This is an optimization exercise on Yosys and OpenROAD, whose aim is small area and a short achievable clock period, not a production implementation. RTL that was checked went through simulation tests only; none was proved equivalent to the original. Power and IR drop assume default switching activity.

==> nickel: inputs <==
Design instruction_queue, start of the top module:
module instruction_queue
(
  input  logic                clock,
  input  logic                reset,
  input  logic                flush,
  input  logic                fill_valid,
  output logic                fill_ready,
  input  logic [31:0]         fill_data,
  input  logic [FCNT_W-1:0]   fill_count,
  output logic [WINDOW_BYTES*8-1:0] instruction,
  output logic [CNT_W-1:0]    bytes_available,
  input  logic                consume_valid,
  input  logic [LEN_W-1:0]    consume_length,
  output logic                consume_error
);
Settings: LEC_CHECK=0, CAP_MARGIN=20, CORE_MARGIN=2, CORE_UTILIZATION=40, SETUP_SLACK_MARGIN=3.5, SLEW_MARGIN=20, TNS_END_PERCENT=0; clock period 6.0 ns.
standard.sh (not shown) runs the stock make flow with config.mk's settings and CLKGATE_MAP_FILE= SYNTH_SCRIPT=/design/flow/synth_recipe.tcl, a recipe that flattens the netlist after the stock synthesis.
==> flow/flow/run.sh <==
#!/bin/bash
# The standard layout (the standard.sh, standard synthesis unchanged),
# with one change: the input and output port buffers are buf_4 cells
# instead of the cell buffer_ports picks on its own.
set -euo pipefail
export BUFFER_PORTS_ARGS="-buffer_cell sky130_fd_sc_hd__buf_4"
bash standard.sh synth > log_synth.txt 2>&1
bash standard.sh finish > log_layout.txt 2>&1
test -f out/final.def
==> tundra: changes against nickel <==
==> flow/design.v (replaced) <==
package instruction_queue_pkg;
  localparam int QUEUE_DEPTH  = 32;
  localparam int WINDOW_BYTES = 16;
  localparam int FILL_BYTES   = 4;
  localparam int PTR_W  = 5;
  localparam int CNT_W  = 6;
  localparam int LEN_W  = 5;
  localparam int FCNT_W = 3;
  localparam int PERF_W = 16;
endpackage
import instruction_queue_pkg::*;
module instruction_queue_window
(
  input  logic [QUEUE_DEPTH*8-1:0] din,
  input  logic [LEN_W-1:0]         shift,
  input  logic                     hold,
  input  logic                     clear,
  output logic [QUEUE_DEPTH*8-1:0] dout
);
  logic [QUEUE_DEPTH*8-1:0] s1, s2;
  always_comb begin
    s1 = '0;
    s2 = '0;
    for (int k = 0; k < QUEUE_DEPTH; k++)
      for (int j = 0; j < 4; j++)
        if (k + j < QUEUE_DEPTH)
          s1[8*k +: 8] = s1[8*k +: 8] | ({8{shift[1:0] == 2'(j)}} & din[8*(k+j) +: 8]);
    for (int k = 0; k < QUEUE_DEPTH; k++)
      for (int j = 0; j < 4; j++)
        if (k + 4*j < QUEUE_DEPTH)
          s2[8*k +: 8] = s2[8*k +: 8] | ({8{shift[3:2] == 2'(j)}} & s1[8*(k+4*j) +: 8]);
    for (int k = 0; k < QUEUE_DEPTH; k++) begin
      dout[8*k +: 8] = ({8{~clear & hold}} & din[8*k +: 8])
                     | ({8{~clear & ~hold & ~shift[4]}} & s2[8*k +: 8]);
      if (k + 16 < QUEUE_DEPTH)
        dout[8*k +: 8] = dout[8*k +: 8]
                       | ({8{~clear & ~hold & shift[4]}} & s2[8*(k+16) +: 8]);
    end
  end
endmodule
module instruction_queue_add
#(parameter int W = 6)
(
  input  logic [W-1:0] a,
  input  logic [W-1:0] b,
  input  logic         ci,
  output logic [W-1:0] s,
  output logic         co
);
  logic [W:0]   c;
  logic [W-1:0] x;
  logic [W-1:0] g, t;
  always_comb begin
    for (int i = 0; i < W; i++) begin
      x[i] = a[i] ? ~b[i] : b[i];
      g[i] = a[i] & b[i];
      t[i] = a[i] | b[i];
    end
    for (int d = 1; d < W; d = d * 2)
      for (int i = W - 1; i >= d; i--) begin
        g[i] = g[i] | (t[i] & g[i-d]);
        t[i] = t[i] & t[i-d];
      end
    c[0] = ci;
    for (int i = 0; i < W; i++)
      c[i+1] = g[i] | (t[i] & ci);
    for (int i = 0; i < W; i++)
      s[i] = c[i] ? ~x[i] : x[i];
  end
  assign co = c[W];
endmodule
import instruction_queue_pkg::*;
module instruction_queue
(
  input  logic                clock,
  input  logic                reset,
  input  logic                flush,
  input  logic                fill_valid,
  output logic                fill_ready,
  input  logic [31:0]         fill_data,
  input  logic [FCNT_W-1:0]   fill_count,
  output logic [WINDOW_BYTES*8-1:0] instruction,
  output logic [CNT_W-1:0]    bytes_available,
  input  logic                consume_valid,
  input  logic [LEN_W-1:0]    consume_length,
  output logic                consume_error
);
  logic [QUEUE_DEPTH*8-1:0] q_q, q_fill, q_d;
  logic [CNT_W-1:0]  count_q;
  logic              ready_q;
  logic              cerr_q;
  logic              fill_ok;
  logic              cons_ok;
  logic [3:0]        fc_ge;        
  logic [31:0]       fill_mask;
  logic [31:0]       fill_rot;
  logic [QUEUE_DEPTH:0] cnt_dec;   
  logic [QUEUE_DEPTH-1:0] fsel;
  logic [31:0]       len_dec;      
  logic [31:0]       cnt_ge;       
  logic [4:0]        fadd_dec;     
  logic [CNT_W-1:0]  cnt_plus [5];  
  logic [CNT_W-1:0]  cnt_fill, cnt_both;
  logic              unused_co0;
  logic [CNT_W-1:0]  count_d;
  assign fill_ok = fill_valid & ready_q
                 & (fill_count[2] ? (fill_count[1:0] == 2'd0)
                                  : (fill_count[1:0] != 2'd0));
  always_comb
    for (int m = 0; m < 32; m++) begin
      len_dec[m] = consume_length == LEN_W'(m);
      cnt_ge[m]  = count_q >= CNT_W'(m);
    end
  assign cons_ok = consume_valid & (|(len_dec[31:1] & cnt_ge[31:1]));
  assign fc_ge[0] = 1'b1;
  assign fc_ge[1] = fill_count[2] | fill_count[1];
  assign fc_ge[2] = fill_count[2] | (fill_count[1] & fill_count[0]);
  assign fc_ge[3] = fill_count[2];
  always_comb begin
    for (int j = 0; j < 4; j++)
      fill_mask[8*j +: 8] = fill_data[8*j +: 8] & {8{fill_ok & fc_ge[j]}};
    for (int r = 0; r < 4; r++)
      fill_rot[8*r +: 8] = fill_mask[8*2'(2'(r) - count_q[1:0]) +: 8];
    for (int k = 0; k <= QUEUE_DEPTH; k++)
      cnt_dec[k] = count_q == CNT_W'(k);
    for (int k = 0; k < QUEUE_DEPTH; k++) begin
      fsel[k] = 1'b0;
      for (int j = 0; j < 4; j++)
        if (k - j >= 0)
          fsel[k] = fsel[k] | cnt_dec[k-j];
    end
    for (int k = 0; k < QUEUE_DEPTH; k++)
      q_fill[8*k +: 8] = q_q[8*k +: 8] | ({8{fsel[k]}} & fill_rot[8*(k%4) +: 8]);
  end
  instruction_queue_window u_shift (
    .din   (q_fill),
    .shift (consume_length),
    .hold  (~cons_ok),
    .clear (reset | flush),
    .dout  (q_d)
  );
  assign fadd_dec[0] = ~fill_ok;
  always_comb
    for (int f = 1; f <= 4; f++)
      fadd_dec[f] = fill_ok & (fill_count == 3'(f));
  always_comb begin
    for (int f = 0; f <= 4; f++)
      cnt_plus[f] = count_q + CNT_W'(f);
    cnt_fill = '0;
    for (int f = 0; f <= 4; f++)
      cnt_fill = cnt_fill | ({CNT_W{fadd_dec[f]}} & cnt_plus[f]);
  end
  instruction_queue_add #(.W(CNT_W)) u_both (
    .a (cnt_fill), .b (~{1'b0, consume_length}), .ci (1'b1),
    .s (cnt_both), .co (unused_co0)
  );
  assign count_d = cons_ok ? cnt_both : cnt_fill;
  always_ff @(posedge clock) begin
    q_q <= q_d;
    if (reset | flush) begin
      count_q <= '0;
      ready_q <= 1'b1;
      cerr_q  <= 1'b0;
    end else begin
      count_q <= count_d;
      ready_q <= ~(count_d[5] | (count_d[4] & count_d[3] & count_d[2]
                                 & (count_d[1] | count_d[0])));
      cerr_q  <= consume_valid & ~cons_ok;
    end
  end
  always_comb
    for (int i = 0; i < WINDOW_BYTES; i++)
      instruction[8*(WINDOW_BYTES-1-i) +: 8] = q_q[8*i +: 8];
  assign fill_ready      = ready_q;
  assign bytes_available = count_q;
  assign consume_error   = cerr_q;
endmodule
==> flow/run.sh (new file) <==
#!/bin/bash
# synth_recipe.tcl (not shown) runs the flow's synth.tcl, then flattens the netlist and writes it again
# the make line also repeats each setting of config.mk as NAME=value (left out here)
make -C /OpenROAD-flow-scripts/flow DESIGN_CONFIG=/design/flow/config.mk WORK_HOME=/design/flow/orfs CLKGATE_MAP_FILE= SYNTH_SCRIPT=/design/flow/synth_recipe.tcl finish
removed: flow/flow/run.sh
removed: flow/standard.sh
==> qor summary <==
item                                                                                          tundra        nickel
Combinational share of power                                                                   26.4%         45.5%
Fraction of synthesized cell area in xor and xnor cells                                      0.1797%       0.9282%
Total power density per cell area                                                       191.2 nW/um2  286.8 nW/um2
Routed Wire Length                                                                         159800 um     147400 um
Maximum clock rate                                                                         264.6 MHz     283.3 MHz
Initial drt markers                                                                             4657          4944
Non-clk invs                                                                                      22            46
Cells resized by post-CTS repair                                                                 258           281
Part of the total power dissipated in the clock network                                        43.2%         26.0%
Final cycle utilization of the critical path                                                  62.98%        58.84%
Largest fanout on the critical path                                                               11            12
Post-synthesis share of cell area spent on full adders, half adders and majority gates        1.181%        3.031%
Critical Path AT                                                                             4.22 ns       3.98 ns
Power Combinational                                                                          1.56 mW       4.25 mW
Fraction of met1 tracks used by global routing                                                60.81%        56.02%
Result of the run                                                           timing/DRC/antenna clean  timing/DRC/antenna clean
First-pass GRT wire length                                                                 221500 um     208300 um
Number of post-CTS setup repair buffers                                                           98            81
The RTL of nickel was laid out without a check of its function.

## afterwards: timing with drivers on the ports
The results above use ideal ports. As a check the final layouts listed here were re-extracted and re-timed, cells and wires unchanged. Step 1 assumes that a clkbuf_16 drives the clock port and a buf_2 every other input. Step 2 adds t to the input delays and takes it off the output delays; t is the mean of the earliest and latest rising clock arrival at the registers after step 1. Input paths then give back, and output paths get back, about the clock's delay inside the block. Slacks: no drivers / after step 1 / after step 2; pairs: no drivers / after step 1.
run	t, ns	setup slack, ns	slew at the worst register clock pin (ns)
nickel	0.629	2.470 / 2.441 / 1.813	0.07 / 0.07
tundra	0.624	2.221 / 2.221 / 1.606	0.07 / 0.07
After both steps every run listed still meets setup and hold. For nickel, which loses most, drivers alone change the setup slack by -0.029 ns; drivers and shift together by -0.657 ns.
